From an optimization exercise on the open Yosys and OpenROAD flow, aimed at small area, a short achievable clock period and few clock cycles per item; shortcuts taken in it are not production practice. At most, simulation tests tie the RTL to the original design; equivalence was not proved. For runs 1 to 4, only the layout was checked, not whether the RTL still works. Power is estimated from default activity; no workload was simulated. The flow treats the clock pin as an ideal source, which a real chip does not have.

**design/flow/config.mk**
```make
export PLATFORM = sky130hd
export DESIGN_NAME = axil_reg_slave
export DESIGN_NICKNAME = axil_reg_slave
export VERILOG_FILES = /design/flow/design.v
export SDC_FILE = /design/flow/constraint.sdc
export NUM_CORES = 4
export LEC_CHECK = 0
export CAP_MARGIN = 20
export CORE_MARGIN = 2
export CORE_UTILIZATION = 40
export CTS_CLUSTER_DIAMETER = 150
export CTS_CLUSTER_SIZE = 30
export SETUP_SLACK_MARGIN = 2.2
export SLEW_MARGIN = 20
```
**design/flow/constraint.sdc**
```tcl
create_clock -name core_clock -period 4.0 [get_ports {ACLK}]
set_input_delay 0.8000 -clock core_clock [delete_from_list [all_inputs] [get_ports {ACLK}]]
set_output_delay 0.8000 -clock core_clock [all_outputs]
set_load 0.01 [all_outputs]
```
**design/flow/design.v**
```verilog
`timescale 1ns/1ns
`default_nettype none
package reg_bank_pkg;
    localparam logic [1:0] RESP_OKAY = 2'b00;
    localparam int BYTE_BITS  = 8;      
    localparam int WORD_SHIFT = 2;      
endpackage
`default_nettype wire
`timescale 1ns/1ns
`default_nettype none
module reg_bank #(
    parameter int ADDR_WIDTH = 6,
    parameter int DATA_WIDTH = 32
) (
    input  wire                                            ACLK,
    input  wire                                            ARESET,
    input  logic [DATA_WIDTH/reg_bank_pkg::BYTE_BITS-1:0]  wr_lane,    
    input  logic [ADDR_WIDTH-reg_bank_pkg::WORD_SHIFT-1:0] wr_index,
    input  logic [DATA_WIDTH-1:0]                          wr_data,
    input  logic [(1<<(ADDR_WIDTH-reg_bank_pkg::WORD_SHIFT))-1:0] rd_sel,   
    output logic [DATA_WIDTH-1:0]                          rd_data
);
    localparam int NUM_REGS  = 1 << (ADDR_WIDTH - reg_bank_pkg::WORD_SHIFT);
    localparam int NUM_LANES = DATA_WIDTH / reg_bank_pkg::BYTE_BITS;
    localparam int BB        = reg_bank_pkg::BYTE_BITS;
    logic [DATA_WIDTH-1:0] regs [NUM_REGS];
    always_ff @(posedge ACLK) begin
        for (int i = 0; i < NUM_REGS; i++) begin
            for (int b = 0; b < NUM_LANES; b++) begin
                if (ARESET || (wr_lane[b] && wr_index == i)) begin
                    regs[i][b*BB +: BB] <= ARESET ? '0 : wr_data[b*BB +: BB];
                end
            end
        end
    end
    always_comb begin
        rd_data = '0;
        for (int i = 0; i < NUM_REGS; i++) begin
            rd_data = rd_data | (regs[i] & {DATA_WIDTH{rd_sel[i]}});
        end
    end
endmodule
`default_nettype wire
`timescale 1ns/1ns
`default_nettype none
module axil_write_ctrl #(
    parameter int ADDR_WIDTH = 6,
    parameter int DATA_WIDTH = 32
) (
    input  wire                                            ACLK,
    input  wire                                            ARESET,
    input  logic [ADDR_WIDTH-1:0]                          AWADDR,
    input  logic                                           AWVALID,
    output logic                                           AWREADY,
    input  logic [DATA_WIDTH-1:0]                          WDATA,
    input  logic [DATA_WIDTH/reg_bank_pkg::BYTE_BITS-1:0]  WSTRB,
    input  logic                                           WVALID,
    output logic                                           WREADY,
    output logic [1:0]                                     BRESP,
    output logic                                           BVALID,
    input  logic                                           BREADY,
    output logic [DATA_WIDTH/reg_bank_pkg::BYTE_BITS-1:0]  wr_lane,
    output logic [ADDR_WIDTH-reg_bank_pkg::WORD_SHIFT-1:0] wr_index,
    output logic [DATA_WIDTH-1:0]                          wr_data
);
    localparam int IW = ADDR_WIDTH - reg_bank_pkg::WORD_SHIFT;
    logic          awready_q, wready_q, bvalid_q, bfull_q;
    logic          qv0, qv1;             
    logic [IW-1:0] q0, q1;               
    logic aw_hs, w_hs, b_hs;
    logic qv0_n, qv1_n, bvalid_n, bfull_n;
    assign aw_hs = AWVALID & awready_q;
    assign w_hs  = WVALID & wready_q;   
    assign b_hs  = bvalid_q & BREADY;
    always_comb begin
        qv0_n = (qv0 & ~w_hs) | qv1 | aw_hs;
        qv1_n = (qv1 & ~w_hs) | (aw_hs & qv0 & ~w_hs) | (aw_hs & qv1);
        case ({w_hs, b_hs})
            2'b10:   begin bvalid_n = 1'b1;     bfull_n = bvalid_q;          end
            2'b01:   begin bvalid_n = bfull_q;  bfull_n = 1'b0;              end
            default: begin bvalid_n = bvalid_q; bfull_n = bfull_q;           end
        endcase
    end
    always_ff @(posedge ACLK) begin
        if (ARESET) begin
            qv0       <= 1'b0;
            qv1       <= 1'b0;
            bvalid_q  <= 1'b0;
            bfull_q   <= 1'b0;
            awready_q <= 1'b1;
            wready_q  <= 1'b0;
        end else begin
            qv0       <= qv0_n;
            qv1       <= qv1_n;
            bvalid_q  <= bvalid_n;
            bfull_q   <= bfull_n;
            awready_q <= ~qv1_n;
            wready_q  <= qv0_n & ~bfull_n;
        end
    end
    always_ff @(posedge ACLK) begin
        if (w_hs || !qv0) begin
            q0 <= qv1 ? q1 : AWADDR[ADDR_WIDTH-1:reg_bank_pkg::WORD_SHIFT];
        end
        if (w_hs || !qv1) begin
            q1 <= AWADDR[ADDR_WIDTH-1:reg_bank_pkg::WORD_SHIFT];
        end
    end
    assign wr_lane  = WSTRB & {(DATA_WIDTH/reg_bank_pkg::BYTE_BITS){w_hs}};
    assign wr_index = q0;
    assign wr_data  = WDATA;
    assign AWREADY = awready_q;
    assign WREADY  = wready_q;
    assign BVALID  = bvalid_q;
    assign BRESP   = reg_bank_pkg::RESP_OKAY;
endmodule
`default_nettype wire
`timescale 1ns/1ns
`default_nettype none
module axil_read_ctrl #(
    parameter int ADDR_WIDTH = 6,
    parameter int DATA_WIDTH = 32
) (
    input  wire                                            ACLK,
    input  wire                                            ARESET,
    input  logic [ADDR_WIDTH-1:0]                          ARADDR,
    input  logic                                           ARVALID,
    output logic                                           ARREADY,
    output logic [DATA_WIDTH-1:0]                          RDATA,
    output logic [1:0]                                     RRESP,
    output logic                                           RVALID,
    input  logic                                           RREADY,
    output logic [(1<<(ADDR_WIDTH-reg_bank_pkg::WORD_SHIFT))-1:0] rd_sel,
    input  logic [DATA_WIDTH-1:0]                          rd_data
);
    localparam int IW = ADDR_WIDTH - reg_bank_pkg::WORD_SHIFT;
    logic                  arready_q, rvalid_q;
    logic                  qv0, qv1;         
    logic [IW-1:0]         q0, q1;           
    logic [DATA_WIDTH-1:0] rdata_q;
    logic [IW-1:0]         q0_n;
    logic [(1<<IW)-1:0]    sel_q;            
    logic ar_hs, ld;
    logic qv0_n, qv1_n;
    assign ar_hs = ARVALID & arready_q;
    assign ld    = qv0 & (~rvalid_q | RREADY);    
    always_comb begin
        qv0_n = (qv0 & ~ld) | qv1 | ar_hs;
        qv1_n = (qv1 & ~ld) | (ar_hs & qv0 & ~ld);
    end
    always_ff @(posedge ACLK) begin
        if (ARESET) begin
            qv0       <= 1'b0;
            qv1       <= 1'b0;
            rvalid_q  <= 1'b0;
            arready_q <= 1'b1;
        end else begin
            qv0       <= qv0_n;
            qv1       <= qv1_n;
            rvalid_q  <= ld | (rvalid_q & ~RREADY);
            arready_q <= ~qv1_n;
        end
    end
    assign q0_n = (ld || !qv0) ? (qv1 ? q1 : ARADDR[ADDR_WIDTH-1:reg_bank_pkg::WORD_SHIFT]) : q0;
    always_ff @(posedge ACLK) begin
        q0 <= q0_n;
        for (int i = 0; i < (1<<IW); i++) begin
            sel_q[i] <= (q0_n == i);
        end
        if (ld || !qv1) begin
            q1 <= ARADDR[ADDR_WIDTH-1:reg_bank_pkg::WORD_SHIFT];
        end
        if (ld) begin
            rdata_q <= rd_data;
        end
    end
    assign rd_sel   = sel_q;
    assign RDATA    = rdata_q;
    assign RVALID   = rvalid_q;
    assign ARREADY  = arready_q;
    assign RRESP    = reg_bank_pkg::RESP_OKAY;
endmodule
`default_nettype wire
`timescale 1ns/1ns
`default_nettype none
module axil_reg_slave #(
    parameter int ADDR_WIDTH = 6,
    parameter int DATA_WIDTH = 32
) (
    input  wire                                            ACLK,
    input  wire                                            ARESET,
    input  logic [ADDR_WIDTH-1:0]                          AWADDR,
    input  logic                                           AWVALID,
    output logic                                           AWREADY,
    input  logic [DATA_WIDTH-1:0]                          WDATA,
    input  logic [DATA_WIDTH/reg_bank_pkg::BYTE_BITS-1:0]  WSTRB,
    input  logic                                           WVALID,
    output logic                                           WREADY,
    output logic [1:0]                                     BRESP,
    output logic                                           BVALID,
    input  logic                                           BREADY,
    input  logic [ADDR_WIDTH-1:0]                          ARADDR,
    input  logic                                           ARVALID,
    output logic                                           ARREADY,
    output logic [DATA_WIDTH-1:0]                          RDATA,
    output logic [1:0]                                     RRESP,
    output logic                                           RVALID,
    input  logic                                           RREADY
);
    logic [DATA_WIDTH/reg_bank_pkg::BYTE_BITS-1:0]  wr_lane;
    logic [ADDR_WIDTH-reg_bank_pkg::WORD_SHIFT-1:0] wr_index;
    logic [DATA_WIDTH-1:0]            wr_data;
    logic [(1<<(ADDR_WIDTH-reg_bank_pkg::WORD_SHIFT))-1:0] rd_sel;
    logic [DATA_WIDTH-1:0]            rd_data;
    axil_write_ctrl #(
        .ADDR_WIDTH (ADDR_WIDTH),
        .DATA_WIDTH (DATA_WIDTH)
    ) u_write_ctrl (
        .ACLK     (ACLK),
        .ARESET   (ARESET),
        .AWADDR   (AWADDR),
        .AWVALID  (AWVALID),
        .AWREADY  (AWREADY),
        .WDATA    (WDATA),
        .WSTRB    (WSTRB),
        .WVALID   (WVALID),
        .WREADY   (WREADY),
        .BRESP    (BRESP),
        .BVALID   (BVALID),
        .BREADY   (BREADY),
        .wr_lane  (wr_lane),
        .wr_index (wr_index),
        .wr_data  (wr_data)
    );
    axil_read_ctrl #(
        .ADDR_WIDTH (ADDR_WIDTH),
        .DATA_WIDTH (DATA_WIDTH)
    ) u_read_ctrl (
        .ACLK     (ACLK),
        .ARESET   (ARESET),
        .ARADDR   (ARADDR),
        .ARVALID  (ARVALID),
        .ARREADY  (ARREADY),
        .RDATA    (RDATA),
        .RRESP    (RRESP),
        .RVALID   (RVALID),
        .RREADY   (RREADY),
        .rd_sel   (rd_sel),
        .rd_data  (rd_data)
    );
    reg_bank #(
        .ADDR_WIDTH (ADDR_WIDTH),
        .DATA_WIDTH (DATA_WIDTH)
    ) u_reg_bank (
        .ACLK     (ACLK),
        .ARESET   (ARESET),
        .wr_lane  (wr_lane),
        .wr_index (wr_index),
        .wr_data  (wr_data),
        .rd_sel   (rd_sel),
        .rd_data  (rd_data)
    );
endmodule
`default_nettype wire
```
**design/flow/flow/run.sh**
```bash
#!/bin/bash
# Standard layout with the ports buffered by plain buffers instead of the
# delay cell buffer_ports picks by default.
set -euo pipefail
cp config.mk own_config.mk
cat flow/extra.mk >> own_config.mk
sed 's#DESIGN_CONFIG=\([^ ]*\)/config\.mk#DESIGN_CONFIG=\1/own_config.mk#' standard.sh > own_standard.sh
grep -q own_config.mk own_standard.sh
bash own_standard.sh > standard.log 2>&1
```
**design/flow/flow/extra.mk**
```make
export BUFFER_PORTS_ARGS = -buffer_cell sky130_fd_sc_hd__buf_2
```
**design/flow/standard.sh**
```bash
#!/bin/bash
# synth_recipe.tcl (not shown) runs the flow's synth.tcl, then flattens the netlist and writes it again
# the make line also repeats each setting of config.mk as NAME=value (left out here)
make -C /OpenROAD-flow-scripts/flow DESIGN_CONFIG=/design/flow/config.mk WORK_HOME=/design/flow/orfs CLKGATE_MAP_FILE= SYNTH_SCRIPT=/design/flow/synth_recipe.tcl "${@:-finish}"
```
==> impl_metrics.ini, run 1 <==
[critical_path]
crit_path_start = u_read_ctrl.rdata_q[31]
regToRegSetupSlack_ps = 2140
path_buf_inv = 1
path_cells = buf_2
start_kind = flop
required_ps = 3200
critPathArrivalTime_ps = 1130
timing.rr.end = u_reg_bank.regs[13][1]
slowest_delay_ps = 400
cp.depth = 1
reg2reg_depth = 4
path_max_fanout = 1
crit_slowest_cell = edfxtp_1
endpoint = RDATA[31]
reg2reg_from = u_write_ctrl.q0[1]
path_class = flop to output port
cpLargestDelayFamily = flip-flops
end_kind = output port

[logic_synthesis]
synthArstFlopShare = 0
synth_ff_type = edfxtp_1
avgSynthCellArea_um2 = 18.6
synth_cell_type_count = 40
ys_warn_count = 4
synth_edf_count = 556
synth_area_um2 = 21500
synthCells = 1156
synth.yosys.seq_area_share = 0.805
ys_ff_latch = 586

[timing]
worst_hold_slack_ps = 404
fmax_ghz = 0.519
slew_violations = 0
fin_crit_ps = 1930
worst_pin_slew_ps = 1110
setup_viol = 0
rsz0062_at_grt = yes
hold_violations = 0
fin_skew_ps = 13.6
relSlewSlack = 0.263
tns_ps = 0
fin_ws_ps = 2070
fin_crit_sh = 0.482

[clock_network]
clock_path_buffers = 3
insertion_delay_ps = 570
h-tree-depth = 1
cts-root-buf = clkbuf_16
cts_num_sinks = 586
clkTransAtPathRegs_ps = 110
cts_tree = built
numCtsBuffers = 23

[drt]
via_per_inst = 5.94
avgRoutedWirePerCell_um = 27.9
drc_errors = 0
wirelength_um = 55300
drtAntennaViolNets = 0
drt_iter0_markers = 1275
drtPass1Iterations = 6
num_vias = 11800

[placed_design]
port_buffers = 87
place.gp.congestion = 0.766
dpl_worst_slack_ps = 1190
placed_cells = 1879
place_area_um2 = 23100
place_hpwl_um = 29500

[die]
rows = 84
die-area_um2 = 55600
die_width_um = 236
die_h_um = 236
coreArea_um2 = 52900
initial_core_util = 0.406
ios = 96

[flow_run]
drv_cap = 0

[grt]
grt_pass1_vias = 11300
grt_pass1_wl_um = 78500
antenna_found_initial = 3
groute.usage.overall = 0.192
grt_max_degree = 64
grt_overflow = 0

[final_layout]
syn2layout_area_growth_pct = 15.5
drive_above_1_share = 0.247
multi_input_area_um2 = 4620
design_area_um2 = 24800
nets = 1337
fillers = 4373
final-seq-area_um2 = 17300
utilization = 0.469
fin_cells = 1985

[pwr]
power_density_nw_per_um2 = 455
p_leak_nw = 8.49
total_power_mw = 11.3
peakVddDrop_uv = 266

[hold_path]
hold_class = primary input to flop

[outcome]
status = complete, no violations
worst min path at each step:
| stage | slack, ps | to | startpoint | depth (start not counted) |
|---|---|---|---|---|
| CTS | 390 | u_read_ctrl.q1[3] | ARADDR[5] | 1 |
| detailed placement | 490 | u_read_ctrl.rvalid_q | u_read_ctrl.qv0 | 2 |
| floorplan | 460 | u_read_ctrl.rvalid_q | u_read_ctrl.qv0 | 2 |
| global placement | 480 | u_read_ctrl.rvalid_q | u_read_ctrl.qv0 | 2 |
| finish | 400 | u_read_ctrl.q1[3] | ARADDR[5] | 1 |
| global route | 390 | u_read_ctrl.q1[3] | ARADDR[5] | 1 |
Yosys cell counts, types with 2 or more instances:
| cell type | count | share of area |
|---|---|---|
| nor2b_1 | 34 | 0.0099 |
| nand2_1 | 9 | 0.0016 |
| nand2b_1 | 6 | 0.0017 |
| nor3_1 | 8 | 0.0019 |
| buf_4 | 4 | 0.0014 |
| nor2_1 | 9 | 0.0016 |
| o21bai_1 | 20 | 0.0070 |
| mux2_2 | 4 | 0.0021 |
| a21o_1 | 44 | 0.015 |
| edfxtp_1 | 556 | 0.78 |
| ha_1 | 2 | 0.0012 |
| nand3_1 | 6 | 0.0014 |
| mux2i_1 | 2 | 0.00093 |
| and3b_1 | 2 | 0.00082 |
| or3b_4 | 2 | 0.0010 |
| nand3b_1 | 5 | 0.0017 |
| and2_1 | 2 | 0.00058 |
| buf_2 | 2 | 0.00047 |
| a31oi_1 | 2 | 0.00058 |
| a221oi_1 | 128 | 0.052 |
| a21oi_1 | 10 | 0.0023 |
| and3_1 | 4 | 0.0012 |
| or3_4 | 3 | 0.0016 |
| a22oi_1 | 16 | 0.0056 |
| nand4_1 | 33 | 0.0096 |
| or3_1 | 3 | 0.00087 |
| a22o_1 | 128 | 0.052 |
| clkbuf_1 | 65 | 0.011 |
| or2_2 | 4 | 0.0012 |
| inv_1 | 3 | 0.00052 |
| mux2i_4 | 2 | 0.0021 |
| dfxtp_1 | 30 | 0.028 |
per-layer routing:
| metal | track usage | vias up | part of all wire |
|---|---|---|---|
| met5 | 0 | - | 0.00058 |
| met4 | 0.0355 | 6 | 0.016 |
| met3 | 0.0238 | 58 | 0.072 |
| met2 | 0.312 | 454 | 0.48 |
| met1 | 0.282 | 6149 | 0.44 |
| li1 | - | 5116 | - |
kinds of logic (layout without fill, tap and decap cells):
group | count (synthesis) | count (layout) | synth area share
flops | 586 | 586 | 0.805
compound gates | 350 | 350 | 0.136
simple gates | 133 | 134 | 0.0376
buf+inv | 75 | 211 | 0.0143
mux | 9 | 9 | 0.00582
fa+ha+maj | 2 | 2 | 0.00116
other cells | 1 | 5 | 0.000175
cell usage in the layout, fill, tap and decap left out, types with 3 or more instances in the layout:
| cell type | synthesis | final |
|---|---|---|
| nor3_4 | 0 | 6 |
| nor2b_2 | 0 | 13 |
| nand2_2 | 0 | 4 |
| nand2b_4 | 0 | 4 |
| clkbuf_16 | 0 | 23 |
| a22o_1 | 128 | 128 |
| o21bai_4 | 0 | 15 |
| buf_6 | 1 | 30 |
| edfxtp_1 | 556 | 556 |
| nor2b_1 | 34 | 21 |
| nand3_1 | 6 | 6 |
| dfxtp_2 | 0 | 7 |
| nor2_4 | 0 | 4 |
| buf_4 | 4 | 42 |
| conb_1 | 1 | 4 |
| a21o_4 | 0 | 44 |
| clkbuf_1 | 65 | 17 |
| o21bai_1 | 20 | 5 |
| nor2_1 | 9 | 5 |
| dfxtp_1 | 30 | 17 |
| buf_12 | 0 | 13 |
| and3_2 | 0 | 4 |
| a22oi_1 | 16 | 16 |
| dfxtp_4 | 0 | 6 |
| mux2_2 | 4 | 4 |
| nand2_1 | 9 | 5 |
| nand4_1 | 33 | 33 |
| a21oi_1 | 10 | 10 |
| buf_2 | 2 | 81 |
| a221oi_1 | 128 | 128 |
| or3_4 | 3 | 3 |
| or3_1 | 3 | 3 |
| nand3b_1 | 5 | 5 |
| or2_4 | 0 | 4 |
power by group:
part           internal, mW  switching, mW
sequential             7.17          0.176
clock                  1.12           1.77
combinational         0.396          0.646
total                  8.69           2.59
flip-flops by register name (all words and copies together), names as in the netlist:
register,count
u_read_ctrl.q0,4
u_read_ctrl.sel_q,16
u_write_ctrl.wready_q,1
u_read_ctrl.rvalid_q,1
u_read_ctrl.arready_q,1
u_write_ctrl.bvalid_q,1
u_write_ctrl.q0,4
u_write_ctrl.q1,4
u_read_ctrl.qv0,1
u_write_ctrl.qv1,1
u_write_ctrl.qv0,1
u_read_ctrl.rdata_q,32
u_read_ctrl.q1,4
u_reg_bank.regs,512
u_write_ctrl.awready_q,1
u_write_ctrl.bfull_q,1
u_read_ctrl.qv1,1
repair_timing:
item | 4_1_cts | 5_1_grt
hold buffers | 0 | 0
setup endpoints to repair | 909 | 614
gates resized for setup | 66 | 40
pin swaps | 16 | 17
setup buffers | 39 | 24
cloned | 0 | 1
cell type report:
type,instances,share of cell area
Multi-Input combinational cell,499,0.186
Timing Repair Buffer,167,0.0538
Sequential cell,586,0.698
Inverter,3,0.000605
Clock buffer,40,0.0258
Tap cell,688,0.0347
Antenna cell,1,0.000101
Clock inverter,1,0.000656
==> run 2: changes to the inputs <==
--- a/design/flow/config.mk
+++ b/design/flow/config.mk
@@ -7,7 +7,7 @@
 export LEC_CHECK = 0
 export CAP_MARGIN = 20
 export CORE_MARGIN = 2
-export CORE_UTILIZATION = 40
+export CORE_UTILIZATION = 75
 export CTS_CLUSTER_DIAMETER = 150
 export CTS_CLUSTER_SIZE = 30
 export SETUP_SLACK_MARGIN = 2.2
==> impl_metrics.ini, run 2 <==
[clock_network]
cts-root-buf = clkbuf_16
insertion_delay_ps = 580
cts_tree = built
ctsHoldBuffers = 0
h-tree-depth = 1
numCtsBuffers = 23
cts_num_sinks = 586
clkTransAtPathRegs_ps = 110
clock_path_buffers = 3

[timing]
fmax_ghz = 0.502
relSlewSlack = 0.315
tns_ps = 0
fin_crit_ps = 1990
setup_viol = 0
hold_violations = 0
fin_ws_ps = 2010
worst_pin_slew_ps = 1030
rsz0062_at_grt = yes
slew_violations = 0
fin_skew_ps = 26.7
worst_hold_slack_ps = 408
fin_crit_sh = 0.498

[logic_synthesis]
synth_area_um2 = 21500
synth_cell_type_count = 40
yosysMostFrequentCell = edfxtp_1
synth_top_cells_by_count = 556 x edfxtp_1, 128 x a221oi_1, 128 x a22o_1
synth_edf_count = 556
yosys-top-cells-area = edfxtp_1 78%, a221oi_1 5.2%, a22o_1 5.2%
synth.yosys.seq_area_share = 0.805
synthCells = 1156
synth_ff_type = edfxtp_1
ys_ff_latch = 586
synthArstFlopShare = 0
avgSynthCellArea_um2 = 18.6
synth_top_area_frac = 0.777
synth_top_area_cell = edfxtp_1
ys_warn_count = 4

[critical_path]
path_buf_inv = 1
cp.depth = 1
slowest_delay_ps = 450
start_kind = flop
path_class = flop to output port
cpLargestDelayFamily = flip-flops
crit_slowest_cell = edfxtp_1
reg2reg_depth = 4
path_cells = buf_2
required_ps = 3200
critPathArrivalTime_ps = 1190
end_kind = output port
path_max_fanout = 1

[die]
die-area_um2 = 30000
rows = 61
initial_core_util = 0.767
die_width_um = 173
ios = 96
coreArea_um2 = 28000
die_h_um = 173

[drt]
drtPass1Iterations = 5
num_vias = 12800
drtAntennaViolNets = 0
drt_iter0_markers = 2128
drc_errors = 0
avgRoutedWirePerCell_um = 33.9
wirelength_um = 56100
via_per_inst = 7.72

[final_layout]
syn2layout_area_growth_pct = 12.9
nets = 1319
mostFrequentLayoutCell = edfxtp_1
fin_cells = 1656
top_register = u_reg_bank.regs
reg.largest.list = u_reg_bank.regs: 512 flops, u_read_ctrl.rdata_q: 32 flops, u_read_ctrl.sel_q: 16 flops
largest_reg_flops = 512
utilization = 0.866
insertedDiodeCount = 0
layout_common_cells = 556 x edfxtp_1, 128 x a22o_1, 125 x a221oi_1, 81 x buf_2, 44 x a21o_4
drive_above_1_share = 0.239

[outcome]
status = complete, no violations

[grt]
grt_overflow = 0
groute.usage.overall = 0.361
grt_pass1_wl_um = 78400
antenna_found_initial = 1
grt_pass1_vias = 12400
grt_max_degree = 56

[pwr]
seqPwrFrac = 0.657
sw_frac_of_total = 0.230
p_leak_nw = 8.41
combPwrFrac = 0.090
peakVddDrop_uv = 580
pwr-share-clk = 0.254
p_int_mw = 8.66
switchingPower_mw = 2.59
power_density_nw_per_um2 = 464

[placed_design]
dpl_worst_slack_ps = 1290
placed_cells = 1573
place.gp.congestion = 0.854
port_buffers = 87
place_hpwl_um = 29900

[hold_path]
hold_class = primary input to flop
min_path_cells = 1

[flow_run]
drv_cap = 0
run 2: cell types whose count changed in the layout (fill, tap and decap cells not counted), sizes merged:
cell      delta
buf         -18
clkinvlp     -1
diode        -1
inv          +1
run 2: power groups by stage:
stage	clock (mW)	combinational [mW]	sequential, mW
after floorplan	0	0.515	7.42
after global placement	0	0.793	7.46
after detailed placement	0	0.813	7.50
after CTS	2.80	0.932	7.36
after global routing	3.04	1.05	7.41
final	2.85	1.01	7.38
run 2: cell type report:
cell class                      count  area [µm²]
Timing Repair Buffer              149        1180
Fill cell                        1157        3760
Clock buffer                       40         639
Clock inverter                      1        16.3
Tap cell                          378         473
Multi-Input combinational cell    499        4590
Sequential cell                   586       17300
Inverter                            3        11.3
run 2: logic make-up (layout without fill, tap and decap cells):
| family | Yosys count | count (layout) | share of synthesized area |
|---|---|---|---|
| compound gates | 350 | 350 | 0.136 |
| fa+ha+maj | 2 | 2 | 0.00116 |
| buf+inv | 75 | 193 | 0.0143 |
| flops | 586 | 586 | 0.805 |
| mux | 9 | 9 | 0.00582 |
| other cells | 1 | 4 | 0.000175 |
| simple gates | 133 | 134 | 0.0376 |
run 2: worst paths after layout:
path	start	endpoint	slack, ps
setup reg to reg	u_read_ctrl.sel_q[13]	u_read_ctrl.rdata_q[10]	2050
setup / recovery	u_read_ctrl.rdata_q[10]	RDATA[10]	2010
hold reg to reg	u_write_ctrl.bfull_q	u_write_ctrl.bfull_q	530
hold / removal	ARADDR[5]	u_read_ctrl.q1[3]	410
run 2: timing repair:
action,4_1_cts,5_1_grt
buffers inserted,33,8
gates resized for setup,68,26
pin swaps,15,4
endpoints found under the setup margin,711,476
gates cloned,0,1
run 2: layer usage:
metal	share of wire	wire length, µm	global-route usage	up-vias
met5	0.00023	13	0	-
li1	-	-	-	5070
met4	0.043	2430	0.157	2
met2	0.48	26800	0.568	1177
met3	0.13	7510	0.0794	202
met1	0.34	19300	0.502	6335
run 2: per-stage QoR:
| stage | area [µm²] | power, mW |
|---|---|---|
| floorplan | 22000 | 7.94 |
| CTS | 24100 | 11.1 |
| global placement | 22700 | 8.26 |
| finish | 24300 | 11.2 |
| detailed placement | 22700 | 8.32 |
| global route | 24300 | 11.5 |
==> run 3: changes to the inputs <==
--- a/design/flow/config.mk
+++ b/design/flow/config.mk
@@ -7,7 +7,7 @@
 export LEC_CHECK = 0
 export CAP_MARGIN = 20
 export CORE_MARGIN = 2
-export CORE_UTILIZATION = 75
+export CORE_UTILIZATION = 60
 export CTS_CLUSTER_DIAMETER = 150
 export CTS_CLUSTER_SIZE = 30
 export SETUP_SLACK_MARGIN = 2.2
==> impl_metrics.ini, run 3 <==
[outcome]
status = complete, no violations

[placed_design]
port_buffers = 87
place_area_um2 = 22800
dpl_worst_slack_ps = 1240
place.gp.congestion = 0.779
place_hpwl_um = 29200

[logic_synthesis]
synth_edf_count = 556
ys_ff_latch = 586
synth_top_area_frac = 0.777
ys_warn_count = 4
synthArstFlopShare = 0
synth_cell_type_count = 40
yosys-top-cells-area = edfxtp_1 78%, a221oi_1 5.2%, a22o_1 5.2%
synth_area_um2 = 21500
avgSynthCellArea_um2 = 18.6
synthCells = 1156
synth.yosys.seq_area_share = 0.805
synth_top_area_cell = edfxtp_1
synth_top_cells_by_count = 556 x edfxtp_1, 128 x a221oi_1, 128 x a22o_1
synth_ff_type = edfxtp_1
yosysMostFrequentCell = edfxtp_1

[drt]
drtPass1Iterations = 5
num_vias = 11900
drtAntennaViolNets = 0
drt_iter0_markers = 1367
wirelength_um = 55400
via_per_inst = 6.86
drc_errors = 0
avgRoutedWirePerCell_um = 31.9

[pwr]
p_leak_nw = 8.39
combPwrFrac = 0.085
total_power_mw = 11.2
p_int_mw = 8.65
switchingPower_mw = 2.58
sw_frac_of_total = 0.230
power_density_nw_per_um2 = 461
seqPwrFrac = 0.658
peakVddDrop_uv = 438
pwr-share-clk = 0.256

[final_layout]
nets = 1319
drive_above_1_share = 0.252
top_register = u_reg_bank.regs
insertedDiodeCount = 0
reg.largest.list = u_reg_bank.regs: 512 flops, u_read_ctrl.rdata_q: 32 flops, u_read_ctrl.sel_q: 16 flops
syn2layout_area_growth_pct = 13.3
layout_common_cells = 556 x edfxtp_1, 128 x a22o_1, 125 x a221oi_1, 81 x buf_2
largest_reg_flops = 512
design_area_um2 = 24300
mostFrequentLayoutCell = edfxtp_1

[timing]
fin_crit_ps = 1930
setup_viol = 0
tns_ps = 0
fmax_ghz = 0.518
relSlewSlack = 0.284
rsz0062_at_grt = yes
fin_ws_ps = 2070
hold_violations = 0
fin_skew_ps = 19.4
worst_pin_slew_ps = 1070
slew_violations = 0
worst_hold_slack_ps = 416
fin_crit_sh = 0.483

[critical_path]
path_max_fanout = 1
path_cells = buf_2
slowest_delay_ps = 410
start_kind = flop
critPathArrivalTime_ps = 1130
cpLargestDelayFamily = flip-flops
cp.depth = 1
path_class = flop to output port
path_buf_inv = 1
reg2reg_depth = 3
end_kind = output port
required_ps = 3200
crit_slowest_cell = edfxtp_1

[die]
initial_core_util = 0.607
ios = 96
coreArea_um2 = 35400
rows = 69
die_h_um = 193
die-area_um2 = 37300
die_width_um = 193

[hold_path]
hold_class = primary input to flop
min_path_cells = 1

[grt]
groute.usage.overall = 0.290
grt_pass1_wl_um = 78900
grt_overflow = 0
grt_max_degree = 71
grt_pass1_vias = 11800
antenna_found_initial = 1

[clock_network]
ctsHoldBuffers = 0
h-tree-depth = 1
clock_path_buffers = 3
numCtsBuffers = 23
cts-root-buf = clkbuf_16
cts_num_sinks = 586
clkTransAtPathRegs_ps = 110
cts_tree = built
insertion_delay_ps = 570

[flow_run]
drv_cap = 0
==> run 3: cell counts after synthesis <==
Identical to the previous run, type by type.
==> run 3: final timing paths <==
path                                end               startpoint  slack [ps]
setup / recovery              RDATA[19]  u_read_ctrl.rdata_q[19]        2070
setup reg to reg  u_reg_bank.regs[0][4]       u_write_ctrl.q0[0]        2190
hold reg to reg    u_write_ctrl.bfull_q     u_write_ctrl.bfull_q         520
hold / removal        u_read_ctrl.q1[3]                ARADDR[5]         420
==> run 3: logic make-up after synthesis <==
group,synth area share
adders and majority gates,0.00116
and+or+nand+nor,0.0376
DFF,0.805
AOI/OAI and AO/OA,0.136
buffers and inverters,0.0143
muxes,0.00582
other,0.000175
==> run 3: area by class of cell <==
| type | count | area, µm² |
|---|---|---|
| Timing Repair Buffer | 149 | 1130 |
| Clock inverter | 1 | 16.3 |
| Multi-Input combinational cell | 499 | 4610 |
| Tap cell | 461 | 577 |
| Fill cell | 2310 | 11100 |
| Inverter | 3 | 15.0 |
| Clock buffer | 39 | 636 |
| Sequential cell | 586 | 17400 |
==> run 3: per-stage QoR <==
stage | utilization | std cells
6_report | 0.688 | 1738
5_1_grt | 0.688 | 1738
4_1_cts | 0.683 | 1727
3_5_place_dp | 0.644 | 1649
3_3_place_gp | 0.644 | 1649
2_1_floorplan | - | 1159
==> run 3: layer usage <==
metal,share of wire,vias up,wire length [µm],track usage
met4,0.025,2,1410,0.0698
met5,0.00029,-,16,0
met3,0.072,95,3990,0.0295
met2,0.48,530,26800,0.470
met1,0.42,6226,23300,0.432
li1,-,5078,-,-
==> run 3: repair_timing <==
| action | in CTS | in global routing |
|---|---|---|
| gates resized for setup | 72 | 26 |
| gates cloned | 0 | 1 |
| setup endpoints to repair | 933 | 616 |
| buffers inserted | 38 | 10 |
| pin swaps | 19 | 4 |
==> run 3: power by group through the flow <==
stage / Sequential, mW / Clock, mW / Combinational [mW]
floorplan: 7.42 / 0 / 0.515
finish: 7.40 / 2.88 / 0.959
global route: 7.43 / 3.08 / 1.02
detailed placement: 7.54 / 0 / 0.788
CTS: 7.39 / 2.90 / 0.907
global placement: 7.52 / 0 / 0.773
==> run 4: changes to the inputs <==
--- a/design/flow/design.v
+++ b/design/flow/design.v
@@ -170,9 +170,7 @@
         if (ld || !qv1) begin
             q1 <= ARADDR[ADDR_WIDTH-1:reg_bank_pkg::WORD_SHIFT];
         end
-        if (ld) begin
-            rdata_q <= rd_data;
-        end
+        rdata_q <= (rd_data & {DATA_WIDTH{ld}}) | (rdata_q & {DATA_WIDTH{rvalid_q & ~RREADY}});
     end
     assign rd_sel   = sel_q;
     assign RDATA    = rdata_q;
--- a/design/flow/config.mk
+++ b/design/flow/config.mk
@@ -7,7 +7,7 @@
 export LEC_CHECK = 0
 export CAP_MARGIN = 20
 export CORE_MARGIN = 2
-export CORE_UTILIZATION = 60
+export CORE_UTILIZATION = 40
 export CTS_CLUSTER_DIAMETER = 150
 export CTS_CLUSTER_SIZE = 30
 export SETUP_SLACK_MARGIN = 2.2
==> impl_metrics.ini, run 4 <==
[final_layout]
multi_input_area_um2 = 4840
insertedDiodeCount = 0
fillers = 4445
syn2layout_area_growth_pct = 15.8
largest_reg_flops = 512
reg.largest.list = u_reg_bank.regs: 512 flops, u_read_ctrl.rdata_q: 32 flops, u_read_ctrl.sel_q: 16 flops
top_register = u_reg_bank.regs
drive_above_1_share = 0.298
layout_common_cells = 524 x edfxtp_1, 157 x a22o_1, 102 x a221oi_1, 73 x buf_4, 49 x buf_2
nets = 1386
mostFrequentLayoutCell = edfxtp_1
utilization = 0.468
final-seq-area_um2 = 17000

[drt]
wirelength_um = 53100
drtPass1Iterations = 5
avgRoutedWirePerCell_um = 26.0
num_vias = 11900
drc_errors = 0
drt_iter0_markers = 1122
drtAntennaViolNets = 0
via_per_inst = 5.85

[die]
rows = 85
die_width_um = 237
coreArea_um2 = 53700
die_h_um = 237
initial_core_util = 0.404
ios = 96
die-area_um2 = 56100

[logic_synthesis]
synth_cell_type_count = 43
synth_top_cells_by_count = 524 x edfxtp_1, 157 x a22o_1, 128 x a221oi_1
synth_area_um2 = 21700
synth_top_area_frac = 0.725
synthCells = 1193
synthArstFlopShare = 0
yosys-top-cells-area = edfxtp_1 73%, a22o_1 6.3%, dfxtp_1 5.7%
synth_ff_type = edfxtp_1
synth_top_area_cell = edfxtp_1
synth_edf_count = 524
ys_warn_count = 4
synth.yosys.seq_area_share = 0.782
avgSynthCellArea_um2 = 18.2
yosysMostFrequentCell = edfxtp_1
ys_ff_latch = 586

[grt]
grt_max_degree = 90
grt_overflow = 0
grt_pass1_vias = 11700
grt_pass1_wl_um = 77800
groute.usage.overall = 0.187
antenna_found_initial = 2

[timing]
slew_violations = 0
fin_skew_ps = 27.2
fin_crit_ps = 1880
hold_violations = 0
setup_viol = 0
tns_ps = 0
relSlewSlack = 0.300
fin_crit_sh = 0.470
rsz0062_at_grt = yes
fin_ws_ps = 2120
fmax_ghz = 0.532
worst_pin_slew_ps = 1050

[pwr]
pwr-share-clk = 0.257
power_density_nw_per_um2 = 450
p_leak_nw = 8.82
peakVddDrop_uv = 329
combPwrFrac = 0.101
p_int_mw = 8.68
seqPwrFrac = 0.642
total_power_mw = 11.3
sw_frac_of_total = 0.233
switchingPower_mw = 2.63

[critical_path]
end_kind = flop
path_buf_inv = 1
path_cells = nand2_1 -> or2_4 -> o21bai_4 -> buf_12
start_kind = flop
cpLargestDelayFamily = simple AND/OR/NAND/NOR gates
path_class = flop to flop
path_max_fanout = 8
slowest_delay_ps = 600
critPathArrivalTime_ps = 2180
required_ps = 4300
regToRegSetupSlack_ps = 2120
crit_slowest_cell = edfxtp_1

[clock_network]
cts-root-buf = clkbuf_16
cts_num_sinks = 586
insertion_delay_ps = 580
ctsHoldBuffers = 0
cts_tree = built
clock_path_buffers = 3
numCtsBuffers = 23
h-tree-depth = 1
clkTransAtPathRegs_ps = 120

[outcome]
status = complete, no violations

[hold_path]
hold_class = primary input to flop

[placed_design]
place_hpwl_um = 33000
port_buffers = 87
dpl_worst_slack_ps = 1260
place.gp.congestion = 0.782

[flow_run]
drv_cap = 0
-- run 4: cell types whose count changed in the layout (fill, tap and decap cells not counted), sizes merged, moves of 5 or more --
cell / previous run / this run
or3: 6 / 1
nor2: 9 / 29
buf: 149 / 187
a22oi: 16 / 0
edfxtp: 556 / 524
a22o: 128 / 160
nand3: 6 / 1
dfxtp: 30 / 62
-- run 4: area by class of cell --
class / count / area share
Tap cell: 696 / 0.0346
Sequential cell: 586 / 0.678
Timing Repair Buffer: 187 / 0.0673
Clock buffer: 40 / 0.0254
Clock inverter: 1 / 0.000647
Inverter: 7 / 0.00119
Multi-Input combinational cell: 524 / 0.193
-- run 4: routing by layer --
metal	track usage	vias up	routed length, µm
met1	0.259	6219	22700
li1	-	5238	-
met2	0.311	405	25900
met4	0.0514	0	1340
met3	0.0234	69	3160
met5	0	-	0
-- run 4: path summary, 6_finish.rpt --
check                                             start                       to  depth (start not counted)
worst min-delay path                          AWADDR[2]       u_write_ctrl.q1[0]                          1
worst min register to register  u_read_ctrl.rdata_q[27]  u_read_ctrl.rdata_q[27]                          1
worst max-delay path                 u_write_ctrl.q0[0]   u_reg_bank.regs[7][16]                          4
worst max register to register       u_write_ctrl.q0[0]   u_reg_bank.regs[7][16]                          4
-- run 4: through the flow --
step | area [µm²] | std cells | hold WS (ps)
finish | 25100 | 2041 | 401
global placement | 22700 | 1926 | 457
detailed placement | 22800 | 1926 | 466
floorplan | 21900 | 1196 | 469
global route | 25100 | 2041 | 389
CTS | 24800 | 2027 | 386
-- run 4: logic make-up (layout without fill, tap and decap cells) --
logic type	after synthesis	count (layout)	share of synthesized area
buffers and inverters	86	235	0.0315
adders and majority gates	2	2	0.00115
AOI/OAI and AO/OA	373	373	0.146
other	1	4	0.000173
DFF	586	586	0.782
and+or+nand+nor	135	135	0.0342
muxes	10	10	0.00496
-- run 4: what timing repair did --
item                       CTS  global route
resized for setup          211            34
setup endpoints to repair  981           459
setup buffers               60            14
pin swaps                   21            15
-- run 4: power by group through the flow --
stage,clock network [mW],registers [mW],logic (mW)
finish,2.91,7.27,1.14
global route,3.14,7.30,1.22
global placement,0,7.37,0.864
floorplan,0,7.35,0.538
detailed placement,0,7.40,0.877
CTS,2.96,7.27,1.09
==> run 5: changes to the inputs <==
--- a/design/flow/design.v
+++ b/design/flow/design.v
@@ -15,7 +15,7 @@
     input  wire                                            ACLK,
     input  wire                                            ARESET,
     input  logic [DATA_WIDTH/reg_bank_pkg::BYTE_BITS-1:0]  wr_lane,    
-    input  logic [ADDR_WIDTH-reg_bank_pkg::WORD_SHIFT-1:0] wr_index,
+    input  logic [(1<<(ADDR_WIDTH-reg_bank_pkg::WORD_SHIFT))-1:0] wr_sel,   
     input  logic [DATA_WIDTH-1:0]                          wr_data,
     input  logic [(1<<(ADDR_WIDTH-reg_bank_pkg::WORD_SHIFT))-1:0] rd_sel,   
     output logic [DATA_WIDTH-1:0]                          rd_data
@@ -24,11 +24,15 @@
     localparam int NUM_LANES = DATA_WIDTH / reg_bank_pkg::BYTE_BITS;
     localparam int BB        = reg_bank_pkg::BYTE_BITS;
     logic [DATA_WIDTH-1:0] regs [NUM_REGS];
+    logic clr_q;
+    always_ff @(posedge ACLK) begin
+        clr_q <= ARESET;
+    end
     always_ff @(posedge ACLK) begin
         for (int i = 0; i < NUM_REGS; i++) begin
             for (int b = 0; b < NUM_LANES; b++) begin
-                if (ARESET || (wr_lane[b] && wr_index == i)) begin
-                    regs[i][b*BB +: BB] <= ARESET ? '0 : wr_data[b*BB +: BB];
+                if (clr_q || (wr_lane[b] && wr_sel[i])) begin
+                    regs[i][b*BB +: BB] <= clr_q ? '0 : wr_data[b*BB +: BB];
                 end
             end
         end
@@ -60,13 +64,15 @@
     output logic                                           BVALID,
     input  logic                                           BREADY,
     output logic [DATA_WIDTH/reg_bank_pkg::BYTE_BITS-1:0]  wr_lane,
-    output logic [ADDR_WIDTH-reg_bank_pkg::WORD_SHIFT-1:0] wr_index,
+    output logic [(1<<(ADDR_WIDTH-reg_bank_pkg::WORD_SHIFT))-1:0] wr_sel,   
     output logic [DATA_WIDTH-1:0]                          wr_data
 );
     localparam int IW = ADDR_WIDTH - reg_bank_pkg::WORD_SHIFT;
     logic          awready_q, wready_q, bvalid_q, bfull_q;
     logic          qv0, qv1;             
     logic [IW-1:0] q0, q1;               
+    logic [IW-1:0]      q0_n;
+    logic [(1<<IW)-1:0] sel_q;           
     logic aw_hs, w_hs, b_hs;
     logic qv0_n, qv1_n, bvalid_n, bfull_n;
     assign aw_hs = AWVALID & awready_q;
@@ -98,16 +104,18 @@
             wready_q  <= qv0_n & ~bfull_n;
         end
     end
-    always_ff @(posedge ACLK) begin
-        if (w_hs || !qv0) begin
-            q0 <= qv1 ? q1 : AWADDR[ADDR_WIDTH-1:reg_bank_pkg::WORD_SHIFT];
+    assign q0_n = (w_hs || !qv0) ? (qv1 ? q1 : AWADDR[ADDR_WIDTH-1:reg_bank_pkg::WORD_SHIFT]) : q0;
+    always_ff @(posedge ACLK) begin
+        q0 <= q0_n;
+        for (int i = 0; i < (1<<IW); i++) begin
+            sel_q[i] <= (q0_n == i);
         end
         if (w_hs || !qv1) begin
             q1 <= AWADDR[ADDR_WIDTH-1:reg_bank_pkg::WORD_SHIFT];
         end
     end
     assign wr_lane  = WSTRB & {(DATA_WIDTH/reg_bank_pkg::BYTE_BITS){w_hs}};
-    assign wr_index = q0;
+    assign wr_sel   = sel_q;
     assign wr_data  = WDATA;
     assign AWREADY = awready_q;
     assign WREADY  = wready_q;
@@ -206,7 +214,7 @@
     input  logic                                           RREADY
 );
     logic [DATA_WIDTH/reg_bank_pkg::BYTE_BITS-1:0]  wr_lane;
-    logic [ADDR_WIDTH-reg_bank_pkg::WORD_SHIFT-1:0] wr_index;
+    logic [(1<<(ADDR_WIDTH-reg_bank_pkg::WORD_SHIFT))-1:0] wr_sel;
     logic [DATA_WIDTH-1:0]            wr_data;
     logic [(1<<(ADDR_WIDTH-reg_bank_pkg::WORD_SHIFT))-1:0] rd_sel;
     logic [DATA_WIDTH-1:0]            rd_data;
@@ -227,7 +235,7 @@
         .BVALID   (BVALID),
         .BREADY   (BREADY),
         .wr_lane  (wr_lane),
-        .wr_index (wr_index),
+        .wr_sel   (wr_sel),
         .wr_data  (wr_data)
     );
     axil_read_ctrl #(
@@ -253,7 +261,7 @@
         .ACLK     (ACLK),
         .ARESET   (ARESET),
         .wr_lane  (wr_lane),
-        .wr_index (wr_index),
+        .wr_sel   (wr_sel),
         .wr_data  (wr_data),
         .rd_sel   (rd_sel),
         .rd_data  (rd_data)
--- a/design/flow/config.mk
+++ b/design/flow/config.mk
@@ -10,5 +10,5 @@
 export CORE_UTILIZATION = 40
 export CTS_CLUSTER_DIAMETER = 150
 export CTS_CLUSTER_SIZE = 30
-export SETUP_SLACK_MARGIN = 2.2
+export SETUP_SLACK_MARGIN = 2.4
 export SLEW_MARGIN = 20
==> impl_metrics.ini, run 5 <==
[logic_synthesis]
synthMuxAreaShare = 0.00570
synthCells = 1229
synth_fa_ha_area_frac = 0.00114
synth_xor_xnor_area_share = 0
avgSynthCellArea_um2 = 17.9
synth-compound-area-share = 0.149
yosys-top-cells-area = edfxtp_1 71%, dfxtp_1 7.6%, a22o_1 6.3%
synth-simple-area-share = 0.0312
synth_top_cells_by_count = 520 x edfxtp_1, 159 x a22o_1, 126 x a221oi_1
ys_ff_latch = 603
synth_ff_type = edfxtp_1
synth_area_um2 = 21900
ys_warn_count = 4
synth_top_area_frac = 0.712
synth_edf_count = 520
synth.yosys.seq_area_share = 0.787
synth_top_family_by_area = compound AO/OA/AOI/OAI gates
yosysMostFrequentCell = edfxtp_1
synth_top_area_cell = edfxtp_1
synthArstFlopShare = 0
synth_cell_type_count = 36

[grt]
grt_max_degree = 34
grt_pass1_vias = 11700
grt_pass1_wl_um = 77900
groute.usage.overall = 0.185
grt_overflow = 0
antenna_found_initial = 0

[clock_network]
h-tree-depth = 1
cts_tree = built
ctsHoldBuffers = 0
clock_path_buffers = 3
numCtsBuffers = 24
cts-root-buf = clkbuf_16
cts_num_sinks = 603
clkTransAtPathRegs_ps = 120
insertion_delay_ps = 580

[drt]
wirelength_um = 54800
avgRoutedWirePerCell_um = 26.7
drt_iter0_markers = 1192
drtPass1Iterations = 5
drtAntennaViolNets = 0
num_vias = 11900
via_per_inst = 5.81
drc_errors = 0

[critical_path]
path_class = flop to output port
slowest_delay_ps = 380
end_kind = output port
path_buf_inv = 1
critPathArrivalTime_ps = 1080
path_max_fanout = 2
path_cells = buf_6
crit_slowest_cell = dfxtp_4
cpLargestDelayFamily = flip-flops
required_ps = 3200
start_kind = flop

[timing]
tns_ps = 0
worst_hold_slack_ps = 394
hold_violations = 0
setup_viol = 0
rsz0062_at_grt = yes
relSlewSlack = 0.540
fin_crit_sh = 0.470
fmax_ghz = 0.532
fin_skew_ps = 37.2
slew_violations = 0
worst_pin_slew_ps = 687
fin_crit_ps = 1880

[die]
coreArea_um2 = 54000
ios = 96
die_h_um = 238
rows = 85
die-area_um2 = 56800
die_width_um = 238
initial_core_util = 0.406

[placed_design]
place.gp.congestion = 0.747
port_buffers = 87
placed_cells = 1946
place_hpwl_um = 30800

[final_layout]
syn2layout_area_growth_pct = 18.9
utilization = 0.483
reg.largest.list = u_reg_bank.regs: 512 flops, u_read_ctrl.rdata_q: 32 flops
top_register = u_reg_bank.regs
nets = 1398
insertedDiodeCount = 0
largest_reg_flops = 512
drive_above_1_share = 0.340
fin_cells = 2055
mostFrequentLayoutCell = edfxtp_1
fillers = 4462
layout_common_cells = 520 x edfxtp_1, 158 x a22o_1, 98 x a221oi_2, 50 x buf_2, 48 x a21o_4

[pwr]
p_leak_nw = 9.24
total_power_mw = 11.6
switchingPower_mw = 2.70
peakVddDrop_uv = 266
seqPwrFrac = 0.644
sw_frac_of_total = 0.232
combPwrFrac = 0.093
pwr-share-clk = 0.264
power_density_nw_per_um2 = 445
p_int_mw = 8.92

[flow_run]
drv_cap = 0

[hold_path]
hold_class = primary input to flop

[outcome]
status = complete, no violations
## run 5: cells by family after synthesis
| logic type | Yosys count |
|---|---|
| compound gates | 387 |
| fa+ha+maj | 2 |
| buf+inv | 93 |
| flops | 603 |
| mux | 12 |
| other cells | 1 |
| simple gates | 131 |
## run 5: area by class of cell
cell class              instances  area (µm²)  share of cell area
clock buffers                  43         693              0.0266
well taps                     696         871              0.0334
flip-flops and latches        603       17400               0.666
repair buffers                166        1680              0.0644
multi-input cells             537        5420               0.208
inverters                       9        33.8             0.00129
clock inverters                 1        30.0             0.00115
## run 5: metal layers
layer / up-vias / track usage / part of all wire
met5: - / 0 / 0
met4: 0 / 0.0432 / 0.019
met3: 40 / 0.0216 / 0.044
met2: 290 / 0.312 / 0.49
met1: 6292 / 0.258 / 0.44
li1: 5317 / - / -
## run 5: path summary, 6_finish.rpt
| path | cells past startpoint | from | endpoint | slack [ps] |
|---|---|---|---|---|
| setup / recovery | 1 | u_read_ctrl.rdata_q[23] | RDATA[23] | 2120 |
| hold / removal | 1 | ARADDR[5] | u_read_ctrl.q1[3] | 390 |
| setup reg to reg | 6 | u_read_ctrl.sel_q[3] | u_read_ctrl.rdata_q[28] | 2340 |
| hold reg to reg | 1 | u_read_ctrl.rdata_q[11] | u_read_ctrl.rdata_q[11] | 490 |
## run 5: per-stage QoR
stage / setup slack, ps / cell area, µm²
after global routing: 2080 / 26100
after detailed placement: 1480 / 23300
after CTS: 2100 / 25600
final: 2120 / 26100
after floorplan: 2290 / 22500
after global placement: 1520 / 23300
## run 5: power groups by stage
stage / combinational (mW) / clock, mW / sequential (mW)
CTS: 1.03 / 3.11 / 7.47
floorplan: 0.559 / 0 / 7.53
global route: 1.16 / 3.33 / 7.52
finish: 1.08 / 3.07 / 7.48
global placement: 0.796 / 0 / 7.59
detailed placement: 0.815 / 0 / 7.61
## run 5: timing repair
item	in CTS	in global routing
buffers inserted	50	10
cloned	1	4
resized for setup	230	64
endpoints found under the setup margin	929	205
pin swaps	19	38
Testbench counts of run 5, summed over its fixed seeds: cycles 3,216, items 6,400.
==> run 6: changes to the inputs <==
--- a/design/flow/config.mk
+++ b/design/flow/config.mk
@@ -10,5 +10,5 @@
 export CORE_UTILIZATION = 40
 export CTS_CLUSTER_DIAMETER = 150
 export CTS_CLUSTER_SIZE = 30
-export SETUP_SLACK_MARGIN = 2.4
+export SETUP_SLACK_MARGIN = 2.2
 export SLEW_MARGIN = 20
==> impl_metrics.ini, run 6 <==
[outcome]
status = complete, no violations

[critical_path]
regToRegSetupSlack_ps = 2200
reg2reg_from = u_write_ctrl.wready_q
path_max_fanout = 4
end_kind = output port
cp.depth = 1
required_ps = 3200
path_buf_inv = 1
reg2reg_depth = 4
path_cells = buf_6
cpLargestDelayFamily = flip-flops
crit_path_start = u_write_ctrl.wready_q
path_class = flop to output port
start_kind = flop
crit_slowest_cell = dfxtp_4
timing.rr.end = u_reg_bank.regs[15][26]
endpoint = WREADY
slowest_delay_ps = 400
critPathArrivalTime_ps = 1090

[flow_run]
drv_cap = 0

[die]
initial_core_util = 0.406
ios = 96
die_width_um = 238
die_h_um = 238
coreArea_um2 = 54000
die-area_um2 = 56800
rows = 85

[placed_design]
place.gp.congestion = 0.779
place_hpwl_um = 33200
port_buffers = 87

[final_layout]
utilization = 0.462
layout_common_cells = 520 x edfxtp_1, 159 x a22o_1, 78 x a221oi_1, 55 x buf_4
nets = 1377
top_register = u_reg_bank.regs
syn2layout_area_growth_pct = 13.7
drive_above_1_share = 0.255
mostFrequentLayoutCell = edfxtp_1
insertedDiodeCount = 0
reg.largest.list = u_reg_bank.regs: 512 flops, u_read_ctrl.rdata_q: 32 flops
largest_reg_flops = 512

[clock_network]
cts-root-buf = clkbuf_16
h-tree-depth = 1
clkTransAtPathRegs_ps = 110
cts_num_sinks = 603
numCtsBuffers = 24
clock_path_buffers = 3
ctsHoldBuffers = 0
cts_tree = built
insertion_delay_ps = 590

[timing]
fin_skew_ps = 36.4
hold_violations = 0
rsz0062_at_grt = yes
relSlewSlack = 0.444
fin_crit_sh = 0.473
slew_violations = 0
tns_ps = 0
worst_pin_slew_ps = 830
setup_viol = 0
fin_crit_ps = 1890
fmax_ghz = 0.528

[grt]
antenna_found_initial = 0
gr-usage-met2 = 0.312
grt_overflow = 0
met1_usage = 0.268
grt_pass1_wl_um = 78200
grt_pass1_vias = 11700
groute.usage.overall = 0.190
grt_use_met3 = 0.0249
top_usage_layer = met2
grt_max_degree = 41

[pwr]
seqPwrFrac = 0.651
combPwrFrac = 0.084
power_density_nw_per_um2 = 460
p_int_mw = 8.85
switchingPower_mw = 2.64
sw_frac_of_total = 0.230
p_leak_nw = 8.85
peakVddDrop_uv = 305
pwr-share-clk = 0.265
total_power_mw = 11.5

[drt]
drt_iter0_markers = 1067
wirelength_um = 54500
drtPass1Iterations = 5
drtAntennaViolNets = 0
via_per_inst = 5.85
drc_errors = 0
num_vias = 11900
avgRoutedWirePerCell_um = 26.8

[logic_synthesis]
synth_top_area_cell = edfxtp_1
ys_ff_latch = 603
synthArstFlopShare = 0
synth.yosys.seq_area_share = 0.787
ys_warn_count = 4
synth_top_area_frac = 0.712
yosysMostFrequentCell = edfxtp_1
synth_area_um2 = 21900
yosys-top-cells-area = edfxtp_1 71%, dfxtp_1 7.6%, a22o_1 6.3%
synth_top_cells_by_count = 520 x edfxtp_1, 159 x a22o_1, 126 x a221oi_1
avgSynthCellArea_um2 = 17.9
synth_edf_count = 520
synth_ff_type = edfxtp_1
synthCells = 1229
synth_cell_type_count = 36

[hold_path]
min_from = AWADDR[4]
hold_class = primary input to flop
[run 6: cell counts after synthesis]
Identical to the previous run, type by type.
[run 6: worst register-to-register path: cells and delay by family, from the launching register on]
| kind | cells | cell delay (ps) |
|---|---|---|
| and+or+nand+nor | 1 | 360 |
| DFF | 1 | 400 |
| AOI/OAI and AO/OA | 1 | 350 |
| buffers and inverters | 2 | 360 |
[run 6: cell type report]
type / count / area, µm²
clock inverter: 1 / 30.0
inverter: 9 / 33.8
tap: 696 / 871
clock buffer: 43 / 693
multi-input combinational: 536 / 4830
fill: 4677 / 29100
sequential: 603 / 17300
timing repair buffer: 146 / 1160
[run 6: power by group through the flow]
stage	clock (mW)	sequential (mW)	combinational, mW
2_1_floorplan	0	7.52	0.537
3_3_place_gp	0	7.58	0.833
3_5_place_dp	0	7.60	0.854
4_1_cts	3.10	7.47	0.952
5_1_grt	3.28	7.52	1.04
6_report	3.04	7.48	0.967
[run 6: how the worst min path moves through the flow]
stage / to / slack (ps) / cells after the start
3_3_place_gp: u_read_ctrl.rdata_q[29] / 460 / 1
2_1_floorplan: u_write_ctrl.bfull_q / 470 / 2
5_1_grt: u_write_ctrl.q1[1] / 370 / 1
3_5_place_dp: u_read_ctrl.rdata_q[17] / 460 / 1
6_report: u_write_ctrl.q1[2] / 390 / 1
4_1_cts: u_write_ctrl.q1[2] / 370 / 1
[run 6: kinds of logic (layout without fill, tap and decap cells)]
kind of cell | after synthesis | in the layout | synth area share
simple gates | 131 | 131 | 0.0312
compound gates | 387 | 387 | 0.149
buf+inv | 93 | 199 | 0.0250
mux | 12 | 12 | 0.00570
flops | 603 | 603 | 0.787
other cells | 1 | 4 | 0.000171
fa+ha+maj | 2 | 2 | 0.00114
[run 6: per-stage QoR]
stage	worst slack [ps]	area, µm²	hold slack [ps]	instances
3_3_place_gp	1420	23300	459	1962
3_5_place_dp	1330	23300	460	1962
2_1_floorplan	2260	22300	468	1232
4_1_cts	2050	24700	366	2028
5_1_grt	2060	25000	371	2034
6_report	2110	25000	394	2034
[run 6: timing repair]
action | CTS | global route
setup endpoints to repair | 873 | 82
pin swaps | 0 | 2
setup buffers | 22 | 6
resized for setup | 120 | 36
[run 6: routing by layer]
layer  up-vias  share of wire
met4         0          0.022
met3        60          0.049
li1       5265              -
met1      6238           0.45
met2       329           0.48
met5         -              0
==> run 7: changes to the inputs <==
==> design/flow/flow/extra.mk (replaced) <==
export BUFFER_PORTS_ARGS = -buffer_cell sky130_fd_sc_hd__buf_2
export CTS_ARGS = -sink_clustering_enable -repair_clock_nets -sink_clustering_size 30 -sink_clustering_max_diameter 150 -dont_use_dummy_load
--- a/design/flow/config.mk
+++ b/design/flow/config.mk
@@ -7,7 +7,7 @@
 export LEC_CHECK = 0
 export CAP_MARGIN = 20
 export CORE_MARGIN = 2
-export CORE_UTILIZATION = 40
+export CORE_UTILIZATION = 55
 export CTS_CLUSTER_DIAMETER = 150
 export CTS_CLUSTER_SIZE = 30
 export SETUP_SLACK_MARGIN = 2.2
==> impl_metrics.ini, run 7 <==
[placed_design]
place.gp.congestion = 0.788
place_hpwl_um = 31700
dpl_worst_slack_ps = 1470
port_buffers = 87

[critical_path]
path_cells = buf_6
required_ps = 3200
slowest_delay_ps = 380
cpLargestDelayFamily = flip-flops
reg2reg_depth = 4
path_max_fanout = 2
critPathArrivalTime_ps = 1060
start_kind = flop
reg2reg_from = u_read_ctrl.sel_q[7]
path_class = flop to output port
end_kind = output port
path_buf_inv = 1
crit_slowest_cell = dfxtp_2
timing.rr.end = u_read_ctrl.rdata_q[23]
regToRegSetupSlack_ps = 2220

[timing]
worst_pin_slew_ps = 766
slew_violations = 0
fin_crit_ps = 1860
relSlewSlack = 0.487
setup_viol = 0
fmax_ghz = 0.537
fin_ws_ps = 2140
fin_skew_ps = 67.4
tns_ps = 0
hold_violations = 0
worst_hold_slack_ps = 397
rsz0062_at_grt = yes
fin_crit_sh = 0.465

[drt]
num_vias = 11700
wirelength_um = 52700
drt_iter0_markers = 1104
drtPass1Iterations = 6
drc_errors = 0
via_per_inst = 6.41
drtAntennaViolNets = 0
avgRoutedWirePerCell_um = 28.8

[pwr]
p_leak_nw = 8.71
power_density_nw_per_um2 = 460
seqPwrFrac = 0.663
pwr-share-clk = 0.254
p_int_mw = 8.71
switchingPower_mw = 2.56
sw_frac_of_total = 0.227
peakVddDrop_uv = 302
combPwrFrac = 0.082

[die]
die-area_um2 = 41500
coreArea_um2 = 39500
die_h_um = 204
ios = 96
rows = 73
initial_core_util = 0.555
die_width_um = 204

[final_layout]
syn2layout_area_growth_pct = 11.6
largest_reg_flops = 512
nets = 1366
top_register = u_reg_bank.regs
drive_above_1_share = 0.249
layout_common_cells = 520 x edfxtp_1, 159 x a22o_1, 87 x a221oi_1, 50 x buf_2, 46 x nor2_1
reg.largest.list = u_reg_bank.regs: 512 flops, u_read_ctrl.rdata_q: 32 flops
insertedDiodeCount = 0
mostFrequentLayoutCell = edfxtp_1

[logic_synthesis]
synth_top_area_cell = edfxtp_1
synth_edf_count = 520
synth.yosys.seq_area_share = 0.787
synth_area_um2 = 21900
ys_warn_count = 4
synth_ff_type = edfxtp_1
synth_cell_type_count = 36
synthCells = 1229
avgSynthCellArea_um2 = 17.9
yosys-top-cells-area = edfxtp_1 71%, dfxtp_1 7.6%, a22o_1 6.3%
yosysMostFrequentCell = edfxtp_1
synthArstFlopShare = 0
synth_top_area_frac = 0.712
synth_top_cells_by_count = 520 x edfxtp_1, 159 x a22o_1, 126 x a221oi_1
ys_ff_latch = 603

[hold_path]
hold_class = primary input to flop
min_from = ARADDR[3]
min_delay_worst_endpoint = u_read_ctrl.q1[1]
min_path_cells = 1

[clock_network]
h-tree-depth = 1
cts-root-buf = clkbuf_16
clock_path_buffers = 3
clkTransAtPathRegs_ps = 110
numCtsBuffers = 24
insertion_delay_ps = 570
cts_num_sinks = 603
cts_tree = built

[grt]
grt_overflow = 0
grt_max_degree = 35
grt_pass1_vias = 11500
antenna_found_initial = 0
groute.usage.overall = 0.255
grt_pass1_wl_um = 76200

[outcome]
status = complete, no violations

[flow_run]
drv_cap = 0
-- run 7: cell families after synthesis --
group	count (synthesis)	synth area share
AO/OA/AOI/OAI	387	0.149
adder cells (fa/ha/maj)	2	0.00114
buffers and inverters	93	0.0250
flip-flops	603	0.787
multiplexers	12	0.00570
other	1	0.000171
AND/OR/NAND/NOR	131	0.0312
-- run 7: cell type report --
class                           instances  area, µm²
Sequential cell                       603      17400
Fill cell                            2933      15100
Multi-Input combinational cell        536       4770
Timing Repair Buffer                  135       1070
Tap cell                              525        657
Clock buffer                           24        601
Inverter                                9       33.8
-- run 7: metal layers --
metal  part of all wire  wire [µm]  vias to the layer above  track usage
met5                  0          0                        -            0
li1                   -          -                     5238            -
met1               0.44      23200                     6088        0.373
met3              0.051       2700                       51       0.0273
met4              0.020       1030                        0       0.0568
met2               0.49      25800                      365        0.420
-- run 7: power groups by stage --
stage	Sequential (mW)	Clock (mW)	Combinational, mW
3_5_place_dp	7.60	0	0.834
2_1_floorplan	7.52	0	0.537
6_report	7.48	2.87	0.930
4_1_cts	7.47	2.89	0.919
5_1_grt	7.51	3.08	1.00
3_3_place_gp	7.58	0	0.818
-- run 7: stage by stage --
stage / instance area, µm² / utilization / total power, mW / cells
global route: 24500 / 0.619 / 11.6 / 1832
finish: 24500 / 0.619 / 11.3 / 1832
detailed placement: 23100 / 0.584 / 8.44 / 1792
CTS: 24300 / 0.614 / 11.3 / 1828
floorplan: 22300 / - / 8.06 / 1232
global placement: 23100 / 0.584 / 8.40 / 1792
-- run 7: repair_timing --
| item | 4_1_cts | 5_1_grt |
|---|---|---|
| setup buffers | 12 | 3 |
| hold buffers | 0 | 0 |
| endpoints found under the setup margin | 794 | 71 |
| resized for setup | 126 | 23 |
-- run 7: worst max-delay path by stage --
| stage | from | to | slack [ps] | cells past startpoint |
|---|---|---|---|---|
| after floorplan | WSTRB[0] | u_reg_bank.regs[0][0] | 2260 | 4 |
| after global placement | WVALID | u_reg_bank.regs[15][12] | 1520 | 3 |
| after detailed placement | WVALID | u_reg_bank.regs[15][14] | 1470 | 3 |
| after CTS | u_read_ctrl.qv0 | u_read_ctrl.q1[0] | 2050 | 2 |
| after global routing | u_read_ctrl.rvalid_q | RVALID | 2100 | 1 |
| final | u_read_ctrl.rdata_q[25] | RDATA[25] | 2140 | 1 |

## afterwards: timing with drivers on the ports
How much do the figures lean on ideal ports? The routed layouts below were timed once more, with nothing changed but the port constraints.
Step 1 (the two cells are an assumption about what drives the block):
set clk [get_ports {ACLK}]
set_driving_cell -lib_cell sky130_fd_sc_hd__clkbuf_16 $clk
set_driving_cell -lib_cell sky130_fd_sc_hd__buf_2 [delete_from_list [all_inputs] $clk]
Step 2, shift: input delay + t, output delay - t, t = (earliest + latest rising clock arrival at the registers) / 2. This alone moves slack from input paths to output paths.
Slacks: ideal / step 1 / step 2; pairs: ideal / step 1.
run	shift t [ns]	setup slack, ns	latest minus earliest clock arrival (ns)	worst register clock-pin slew, ns	pins driven straight from the clock port
run 1	0.621	2.073 / 2.019 / 1.674	0.019 / 0.019	0.11 / 0.11	1
run 2	0.621	2.008 / 1.954 / 1.515	0.027 / 0.027	0.12 / 0.12	1
run 3	0.621	2.068 / 2.013 / 1.688	0.024 / 0.024	0.12 / 0.12	1
run 4	0.621	2.119 / 2.084 / 1.664	0.029 / 0.029	0.12 / 0.12	1
run 5	0.627	2.120 / 2.061 / 1.944	0.038 / 0.039	0.12 / 0.12	1
run 6	0.623	2.107 / 2.056 / 1.638	0.042 / 0.043	0.12 / 0.12	1
run 7	0.604	2.138 / 2.079 / 1.808	0.084 / 0.084	0.12 / 0.12	1
After both steps setup and hold are still met in every run listed. The setup slack of run 2, which loses most, moves by -0.054 ns with the drivers and by -0.493 ns with both steps.
